From an optimization exercise on the open Yosys and OpenROAD flow, aimed at small area, a short achievable clock period and few clock cycles; shortcuts taken in it are not production practice.
In this exercise RTL edits were held to simulation tests only and were not proved equivalent to the original.

==> flow/design.v <==
package rnsp_pkg;
  localparam logic [7:0] CH_ZERO    = 8'h30;
  localparam logic [7:0] CH_NINE    = 8'h39;
  localparam logic [7:0] CH_UPPER_A = 8'h41;
  localparam logic [7:0] CH_UPPER_Z = 8'h5a;
  localparam logic [7:0] CH_LOWER_A = 8'h61;
  localparam logic [7:0] CH_LOWER_Z = 8'h7a;
  localparam logic [7:0] CH_SPACE   = 8'h20;
  localparam logic [7:0] CH_MINUS   = 8'h2d;
  localparam logic [7:0] CH_PLUS    = 8'h2b;
  localparam logic [7:0] CH_POINT   = 8'h2e;
  localparam logic [2:0] STAT_OK        = 3'd0;
  localparam logic [2:0] STAT_BAD_CHAR  = 3'd1;
  localparam logic [2:0] STAT_LATE_DIG  = 3'd2;
  localparam logic [2:0] STAT_TWO_POINT = 3'd3;
  localparam logic [2:0] STAT_OVERFLOW  = 3'd4;
  localparam logic [1:0] PH_NONE   = 2'd0;
  localparam logic [1:0] PH_DIGITS = 2'd1;
  localparam logic [1:0] PH_CLOSED = 2'd2;
  localparam logic [5:0] RADIX_RESET   = 6'd10;
  localparam logic [5:0] RADIX_DEFAULT = 6'd10;
  localparam logic [5:0] RADIX_MIN     = 6'd2;
  localparam logic [5:0] RADIX_MAX     = 6'd36;
  typedef struct packed {
    logic       ok;
    logic [5:0] val;
  } digit_t;
  typedef struct packed {
    logic busy;
    logic done;
  } div_stat_t;
  function automatic logic [6:0] digit_of(input logic [7:0] c);
    logic       ok;
    logic [5:0] val;
    ok  = 1'b0;
    val = '0;
    if (c >= CH_ZERO && c <= CH_NINE) begin
      ok  = 1'b1;
      val = 6'(c - CH_ZERO);
    end else if (c >= CH_UPPER_A && c <= CH_UPPER_Z) begin
      ok  = 1'b1;
      val = 6'(c - CH_UPPER_A) + 6'd10;
    end else if (c >= CH_LOWER_A && c <= CH_LOWER_Z) begin
      ok  = 1'b1;
      val = 6'(c - CH_LOWER_A) + 6'd10;
    end
    digit_of = {ok, val};
  endfunction
  function automatic logic [5:0] eff_radix(input logic [5:0] r);
    logic [5:0] e;
    e = r;
    if (r == '0) begin
      e = RADIX_DEFAULT;
    end else if (r < RADIX_MIN) begin
      e = RADIX_MIN;
    end else if (r > RADIX_MAX) begin
      e = RADIX_MAX;
    end
    eff_radix = e;
  endfunction
endpackage
module rnsp_mul #(
  parameter int VALUE_BITS = 48
) (
  input  logic [VALUE_BITS-1:0] weight_i,
  input  logic [5:0]            factor_i,
  output logic [VALUE_BITS-1:0] prod_o,
  output logic                  over_o
);
  logic [VALUE_BITS+5:0] full;
  assign full   = (VALUE_BITS+6)'(weight_i) * (VALUE_BITS+6)'(factor_i);
  assign prod_o = full[VALUE_BITS-1:0];
  assign over_o = |full[VALUE_BITS+5:VALUE_BITS];
endmodule
module rnsp_div #(
  parameter int VALUE_BITS    = 48,
  parameter int FRACTION_BITS = 16
) (
  input  logic                                clk_i,
  input  logic                                rst_ni,
  input  logic                                start_i,
  input  logic [VALUE_BITS+FRACTION_BITS-1:0] dividend_i,
  input  logic [VALUE_BITS-1:0]               divisor_i,
  output rnsp_pkg::div_stat_t                 stat_o,
  output logic [VALUE_BITS+FRACTION_BITS-1:0] quotient_o
);
  localparam int QW = VALUE_BITS + FRACTION_BITS;
  localparam int CW = $clog2(QW + 1);
  logic [VALUE_BITS-1:0] rem_q;
  logic [QW-1:0]         quo_q;
  logic [CW-1:0]         cnt_q;
  logic                  busy_q;
  logic                  done_q;
  logic [VALUE_BITS:0]   rem_shift;
  logic [VALUE_BITS:0]   rem_sub;
  logic                  take;
  assign rem_shift = {rem_q, quo_q[QW-1]};
  assign take      = rem_shift >= {1'b0, divisor_i};
  assign rem_sub   = rem_shift - {1'b0, divisor_i};
  always_ff @(posedge clk_i or negedge rst_ni) begin
    if (!rst_ni) begin
      busy_q <= 1'b0;
      done_q <= 1'b0;
      cnt_q  <= '0;
    end else begin
      done_q <= 1'b0;
      if (start_i) begin
        busy_q <= 1'b1;
        cnt_q  <= CW'(QW);
      end else if (busy_q) begin
        cnt_q <= cnt_q - CW'(1);
        if (cnt_q == CW'(1)) begin
          busy_q <= 1'b0;
          done_q <= 1'b1;
        end
      end
    end
  end
  always_ff @(posedge clk_i) begin
    if (start_i) begin
      rem_q <= '0;
      quo_q <= dividend_i;
    end else if (busy_q) begin
      rem_q <= take ? rem_sub[VALUE_BITS-1:0] : rem_shift[VALUE_BITS-1:0];
      quo_q <= {quo_q[QW-2:0], take};
    end
  end
  assign stat_o.busy = busy_q;
  assign stat_o.done = done_q;
  assign quotient_o  = quo_q;
endmodule
import rnsp_pkg::*;
module radix_number_string_parser_unit #(
  parameter int VALUE_BITS    = 48,
  parameter int FRACTION_BITS = 16
) (
  input  logic                  clk_i,
  input  logic                  rst_ni,
  input  logic                  cfg_we_i,
  input  logic [5:0]            cfg_data_i,
  input  logic                  in_valid_i,
  output logic                  in_ready_o,
  input  logic [7:0]            char_code_i,
  input  logic                  is_last_i,
  output logic                  out_valid_o,
  input  logic                  out_ready_i,
  output logic [2:0]            status_o,
  output logic signed [VALUE_BITS-1:0] value_o
);
  localparam int QW = VALUE_BITS + FRACTION_BITS;
  localparam logic [VALUE_BITS-1:0] MAG = {VALUE_BITS{1'b1}};
  typedef enum logic [2:0] {
    S_IDLE,
    S_CHAR,
    S_WEIGHT,
    S_FINISH,
    S_DIV,
    S_RESULT
  } state_e;
  state_e state_q, state_d;
  logic [5:0]            radix_q, radix_d;
  logic [7:0]            char_q;
  logic                  last_q;
  logic [VALUE_BITS-1:0] acc_q, acc_d;
  logic [VALUE_BITS-1:0] pw_q, pw_d;
  logic [VALUE_BITS-1:0] fdiv_q, fdiv_d;
  logic [1:0]            phase_q, phase_d;
  logic                  point_q, point_d;
  logic                  neg_q, neg_d;
  logic [2:0]            err_q, err_d;
  logic                  out_valid_q, out_valid_d;
  logic [2:0]            status_q, status_d;
  logic [VALUE_BITS-1:0] value_q, value_d;
  logic [5:0]            radix_eff;
  logic                  dig_ok;
  logic [5:0]            dig_val;
  logic [5:0]            mul_factor;
  logic [VALUE_BITS-1:0] prod;
  logic                  prod_over;
  logic [VALUE_BITS:0]   acc_sum;
  logic                  div_start;
  logic [1:0]            div_stat;
  logic                  div_busy;
  logic                  div_done;
  logic [QW-1:0]         quotient;
  logic [QW-1:0]         bound;
  state_e                after_char;
  assign radix_eff  = rnsp_pkg::eff_radix(radix_q);
  assign {dig_ok, dig_val} = rnsp_pkg::digit_of(char_q);
  assign {div_busy, div_done} = div_stat;
  assign mul_factor = (state_q == S_WEIGHT) ? radix_eff : dig_val;
  assign acc_sum    = {1'b0, acc_q} + {1'b0, prod};
  assign after_char = last_q ? S_FINISH : S_IDLE;
  assign bound      = (QW'(1) << (VALUE_BITS - 1)) - QW'(!neg_q);
  rnsp_mul #(
    .VALUE_BITS(VALUE_BITS)
  ) u_mul (
    .weight_i(pw_q),
    .factor_i(mul_factor),
    .prod_o  (prod),
    .over_o  (prod_over)
  );
  rnsp_div #(
    .VALUE_BITS   (VALUE_BITS),
    .FRACTION_BITS(FRACTION_BITS)
  ) u_div (
    .clk_i     (clk_i),
    .rst_ni    (rst_ni),
    .start_i   (div_start),
    .dividend_i(QW'(acc_q) << FRACTION_BITS),
    .divisor_i (fdiv_q),
    .stat_o    (div_stat),
    .quotient_o(quotient)
  );
  always_comb begin
    state_d     = state_q;
    radix_d     = cfg_we_i ? cfg_data_i : radix_q;
    acc_d       = acc_q;
    pw_d        = pw_q;
    fdiv_d      = fdiv_q;
    phase_d     = phase_q;
    point_d     = point_q;
    neg_d       = neg_q;
    err_d       = err_q;
    out_valid_d = out_valid_q && !out_ready_i;
    status_d    = status_q;
    value_d     = value_q;
    div_start   = 1'b0;
    unique case (state_q)
      S_IDLE: begin
        if (in_valid_i) begin
          state_d = S_CHAR;
        end
      end
      S_CHAR: begin
        state_d = after_char;
        if (err_q == STAT_OK) begin
          if (dig_ok) begin
            if (dig_val >= radix_eff) begin
              err_d = STAT_BAD_CHAR;
            end else if (phase_q == PH_CLOSED) begin
              err_d = STAT_LATE_DIG;
            end else if (dig_val != '0 && (pw_q == MAG || prod_over)) begin
              err_d = STAT_OVERFLOW;
            end else if (dig_val != '0 && acc_sum[VALUE_BITS]) begin
              err_d = STAT_OVERFLOW;
            end else begin
              if (dig_val != '0) begin
                acc_d = acc_sum[VALUE_BITS-1:0];
              end
              state_d = S_WEIGHT;
            end
          end else if (char_q == CH_SPACE) begin
            if (phase_q == PH_DIGITS) begin
              phase_d = PH_CLOSED;
            end
          end else if (phase_q == PH_DIGITS && (char_q == CH_MINUS || char_q == CH_PLUS)) begin
            phase_d = PH_CLOSED;
            if (char_q == CH_MINUS) begin
              neg_d = 1'b1;
            end
          end else if (phase_q == PH_DIGITS && char_q == CH_POINT) begin
            if (point_q) begin
              err_d = STAT_TWO_POINT;
            end else if (pw_q == MAG) begin
              err_d = STAT_OVERFLOW;
            end else begin
              point_d = 1'b1;
              fdiv_d  = pw_q;
            end
          end else begin
            err_d = STAT_BAD_CHAR;
          end
        end
      end
      S_WEIGHT: begin
        pw_d    = prod_over ? MAG : prod;
        phase_d = PH_DIGITS;
        state_d = after_char;
      end
      S_FINISH: begin
        if (err_q == STAT_OK) begin
          div_start = 1'b1;
          state_d   = S_DIV;
        end else begin
          state_d = S_RESULT;
        end
      end
      S_DIV: begin
        if (div_done) begin
          state_d = S_RESULT;
        end
      end
      S_RESULT: begin
        if (!out_valid_q || out_ready_i) begin
          out_valid_d = 1'b1;
          if (err_q != STAT_OK) begin
            status_d = err_q;
            value_d  = '0;
          end else if (quotient > bound) begin
            status_d = STAT_OVERFLOW;
            value_d  = '0;
          end else begin
            status_d = STAT_OK;
            value_d  = neg_q ? VALUE_BITS'(0) - quotient[VALUE_BITS-1:0]
                             : quotient[VALUE_BITS-1:0];
          end
          acc_d   = '0;
          pw_d    = VALUE_BITS'(1);
          fdiv_d  = VALUE_BITS'(1);
          phase_d = PH_NONE;
          point_d = 1'b0;
          neg_d   = 1'b0;
          err_d   = STAT_OK;
          state_d = S_IDLE;
        end
      end
      default: begin
        state_d = S_IDLE;
      end
    endcase
  end
  always_ff @(posedge clk_i or negedge rst_ni) begin
    if (!rst_ni) begin
      state_q     <= S_IDLE;
      radix_q     <= RADIX_RESET;
      acc_q       <= '0;
      pw_q        <= VALUE_BITS'(1);
      fdiv_q      <= VALUE_BITS'(1);
      phase_q     <= PH_NONE;
      point_q     <= 1'b0;
      neg_q       <= 1'b0;
      err_q       <= STAT_OK;
      out_valid_q <= 1'b0;
      status_q    <= STAT_OK;
      value_q     <= '0;
    end else begin
      state_q     <= state_d;
      radix_q     <= radix_d;
      acc_q       <= acc_d;
      pw_q        <= pw_d;
      fdiv_q      <= fdiv_d;
      phase_q     <= phase_d;
      point_q     <= point_d;
      neg_q       <= neg_d;
      err_q       <= err_d;
      out_valid_q <= out_valid_d;
      status_q    <= status_d;
      value_q     <= value_d;
    end
  end
  always_ff @(posedge clk_i) begin
    if (in_valid_i && in_ready_o) begin
      char_q <= char_code_i;
      last_q <= is_last_i;
    end
  end
  assign in_ready_o  = (state_q == S_IDLE);
  assign out_valid_o = out_valid_q;
  assign status_o    = status_q;
  assign value_o     = value_q;
endmodule
==> flow/run.sh <==
#!/bin/bash
# synth_recipe.tcl (not shown) runs the flow's synth.tcl, then flattens the netlist and writes it again
# the make line also repeats each setting of config.mk as NAME=value (left out here)
make -C /OpenROAD-flow-scripts/flow DESIGN_CONFIG=/design/flow/config.mk WORK_HOME=/design/flow/orfs CLKGATE_MAP_FILE= SYNTH_SCRIPT=/design/flow/synth_recipe.tcl finish
==> flow/config.mk <==
export PLATFORM = sky130hd
export DESIGN_NAME = radix_number_string_parser_unit
export DESIGN_NICKNAME = radix_number_string_parser_unit
export VERILOG_FILES = /design/flow/design.v
export SDC_FILE = /design/flow/constraint.sdc
export NUM_CORES = 4
export LEC_CHECK = 0
export CAP_MARGIN = 20
export CORE_MARGIN = 2
export CORE_UTILIZATION = 40
export SLEW_MARGIN = 20
==> flow/constraint.sdc <==
create_clock -name core_clock -period 10.0 [get_ports {clk_i}]
set_input_delay 2.0000 -clock core_clock [delete_from_list [all_inputs] [get_ports {clk_i}]]
set_output_delay 2.0000 -clock core_clock [all_outputs]
set_load 0.01 [all_outputs]
==> run notes <==
[metal layers]
layer / up-vias / GRT usage / share of wire
met5: - / 0 / 0
met2: 507 / 0.358 / 0.47
met3: 114 / 0.0274 / 0.043
met1: 12900 / 0.307 / 0.47
met4: 0 / 0.0554 / 0.023
li1: 12700 / - / -
[cells in the final DEF (no fill, tap or decap), types with 14 or more instances in the layout]
cell             Yosys  routed
a21oi_1            247     243
nor4_1              20      20
nand2b_1            22      21
a21o_1             132     132
nor3_1              73      73
fa_1               187     187
ha_1               223     221
o21a_1              21      21
xnor2_1             87      87
nand4_1             52      52
a31oi_1             19      19
buf_4                0      71
and2_1             228     227
edfxtp_1            57      57
mux2i_1             51      49
o211ai_1            22      22
o21bai_1            24      24
o21ai_0            270     264
dfxtp_1             64      64
nand3_1             95      93
inv_1              333     333
clkbuf_16            0      45
xor2_1              92      91
a211oi_1            23      22
nor2_1             176     172
nor2b_1             17      17
or3_1               14      14
clkdlybuf4s50_1      0      71
nand2_1            480     476
and3_1              21      21
dfrtp_1            217     215
o31ai_1             27      27
a22o_1              50      50
[flip-flops by register name, indices dropped and copies added (netlist names), 2 cells and up]
register and flops:
err_q 3, fdiv_q 48, state_q 3, u_div.rem_q 48, value_q 48, char_q 8, acc_q 48, radix_q 6
status_q 3, pw_q 48, u_div.quo_q 64, phase_q 2, u_div.cnt_q 7
[worst max path at each step]
stage               startpoint        end  slack, ns
finish               char_q[0]   acc_q[2]       0.55
CTS                  char_q[1]  acc_q[41]       0.19
floorplan            char_q[0]   acc_q[0]       1.14
global placement     char_q[1]  acc_q[46]       0.36
global route         char_q[0]  acc_q[44]      -0.02
detailed placement   char_q[1]  acc_q[41]       0.27
[cells in the mapped netlist (all sizes together), types with 6 or more instances]
| master | instances |
|---|---|
| a211oi | 23 |
| a21boi | 11 |
| or4 | 15 |
| a2111oi | 8 |
| clkbuf | 167 |
| or3 | 14 |
| a221oi | 6 |
| and3 | 21 |
| a31oi | 19 |
| and2 | 228 |
| xnor2 | 87 |
| nand3 | 95 |
| nand4 | 52 |
| a21oi | 247 |
| dfxtp | 64 |
| a21o | 132 |
| o211ai | 22 |
| mux2 | 6 |
| inv | 333 |
| o21ai | 275 |
| xor2 | 92 |
| edfxtp | 57 |
| dfrtp | 217 |
| o22ai | 7 |
| nor4 | 20 |
| ha | 223 |
| nor2b | 17 |
| nor3 | 73 |
| o21a | 21 |
| o41ai | 14 |
| o31a | 7 |
| or2 | 6 |
| fa | 187 |
| buf | 22 |
| nor2 | 176 |
| nand2 | 480 |
| o21bai | 24 |
| o31ai | 27 |
| nand2b | 22 |
| a22o | 50 |
| mux2i | 51 |
[logic make-up (layout without fill, tap and decap cells)]
group,Yosys count,in the layout,share of synthesized area
buf+inv,524,565,0.0634
xor+xnor,179,179,0.0504
compound gates,943,945,0.192
other cells,0,2,0
flops,342,342,0.274
mux,57,57,0.0186
fa+ha+maj,410,410,0.210
simple gates,1235,1235,0.192
[metrics by stage]
step	utilization	instance area, um2	setup WS (ns)	cells
floorplan	-	31100	1.14	3690
global placement	0.428	33000	0.356	4676
detailed placement	0.428	33000	0.270	4677
CTS	0.447	34500	0.188	4759
global route	0.451	34800	-0.0250	4774
finish	0.451	34800	0.547	4775
[worst min-delay path: stages (launching register included)]
cell and delay (ns):
dfrtp_1 0.34, nand2_1 0.04, o21ai_0 0.06
[cell type report]
type,instances,area (um2),area share
Antenna cell,2,5.00,0.000144
Clock inverter,28,318,0.00913
Clock buffer,54,1180,0.0339
Timing Repair Buffer,148,1360,0.0392
Sequential cell,342,8530,0.245
Tap cell,1040,1300,0.0374
Multi-Input combinational cell,2826,20800,0.599
Inverter,335,1260,0.0361
[what timing repair did]
action	CTS	global route
setup endpoints to repair	0	51
setup buffers	0	11
resized for setup	0	29
==> run notes <==
* Mean Syn Cell Area at approximately 8.4 um2
* Clk latency of the worst-skew pair at approximately 0.59 ns
* Vias in the first global route at 25800
* Clock Tree Root: clkbuf_16
* Max_cap viols at 0
* Yosys reg bits at roughly 340
* Tmin final at about 9.5 ns
* Fraction of layout cells with a size suffix above 1 at 0.0587
* CP Class: flop to flop
* Levels on crit path at between 40 and 50
* Synth Cell Area at 31100 um2
* CP Capture Type: flop
* CTS tree: built
* Count of unique library cells instantiated by Yosys at about 80
* Status: complete, no violations
* I/O pins at 73
* Grt ovf at 0
* Fin. Hold Viols at 0
* Setup TNS at 0 ns
* Fillers at between 7000 and 8000
* TritonCTS Buffers at between 40 and 50
* Clock skew at around 0.023 ns
* EDFF count, synth at 57
* WP data required at ~10 ns
* Count of pins over their slew limit at 0
* Post-CTS Hold Fix Bufs at 0
* YS warnings at 2
* Final wirelength at 87900 um
* WHS at around 0.48 ns
* Worst-case clock buffer depth at 3
* Top cells by area, synth: dfrtp_1, fa_1, ha_1
* IO buf count at between 70 and 80
* Worst-Margin Slew at ~1.1 ns
* CP max FO at 35
* P&R area growth vs syn at 11.9%
* Synth Instances at around 3700
* Synth area leader: dfrtp_1
* Initial antenna violation count at 2
* HPWL after DPL at between 60000 and 70000 um
* H-tree depth at 2
* Worst min path class: flop to flop
* R2R setup slack at roughly 0.55 ns
* Reg-to-reg endpoint: acc_q[2]
* # DRC at 0
* Drt wl/cell at around 18 um
* Placer Congestion at between 0.9 and 1
* DR pass1 iterations at 8
* Syn Nets at about 4100
* FF-to-FF Start: char_q[0]
* Seq/Total Area, Yosys at 0.274
* Fin nets at roughly 4100
* DRT iter0 DRCs at 1929
* Largest net degree at the start of global routing at 97
* Worst-path clk slew at 0.06 ns
* Top delay family on crit path: compound AO/OA/AOI/OAI gates
* Core Footprint at ~77000 um2
* Min-delay src: fdiv_q[9]
* Routed vias/inst at approximately 5.5
* Worst setup SP type: flop
* First-pass GRT wire length at between 100000 and 150000 um
* WP buf/inv at 9
* CP peak stage delay at 0.52 ns
* Die Span Y at around 280 um
* Synth top area share at 0.175
* Worst relative slew slack at 0.224
* Die area at approximately 80000 um2
* Worst Hold End: fdiv_q[9]
* Fmax at 106 MHz
* Initial Utilization at 0.403
* WHS Path Cells at 2
* CP arrival at between 9 and 10 ns
* Die X-Extent at ~280 um
* Clk sink count at 342
* Worst reg2reg path depth at between 40 and 50
* Critical path's slowest cell: fa_1
* Via count at between 20000 and 30000
* Routed Antenna Nets at 0
* Gr usage total at 0.219
* Async S/R FF share, synth at 0.646
* Row cnt at roughly 100
* Setup Viol. Count Final at 0
* Period utilization at 0.945
* Synth Flop Type: dfrtp_1
Testbench counts, summed over its fixed seeds: cycles 66,098.

==> re-timing with driven ports <==
The flow's constraints put no driver on any port. The routed layout listed below was extracted and timed again, unchanged, in two steps.
Step 1, drivers: a clkbuf_16 drives clk_i and a buf_2 each remaining input, both assumed.
Step 2 adds t to the input delays and takes it off the output delays; t is the mean of the earliest and latest rising clock arrival at the registers after step 1. Input paths then give back, and output paths get back, about the clock's delay inside the block.
Three values: no drivers, after step 1, after step 2; two values: the first two.
t (ns): 0.639
setup WS [ns]: 0.547 / 0.547 / 0.547
worst hold slack (ns): 0.478 / 0.478 / 0.478
After both steps setup and hold are still met in this run. The setup slack of this run moves by 0.000 ns with the drivers and by 0.000 ns with both steps.
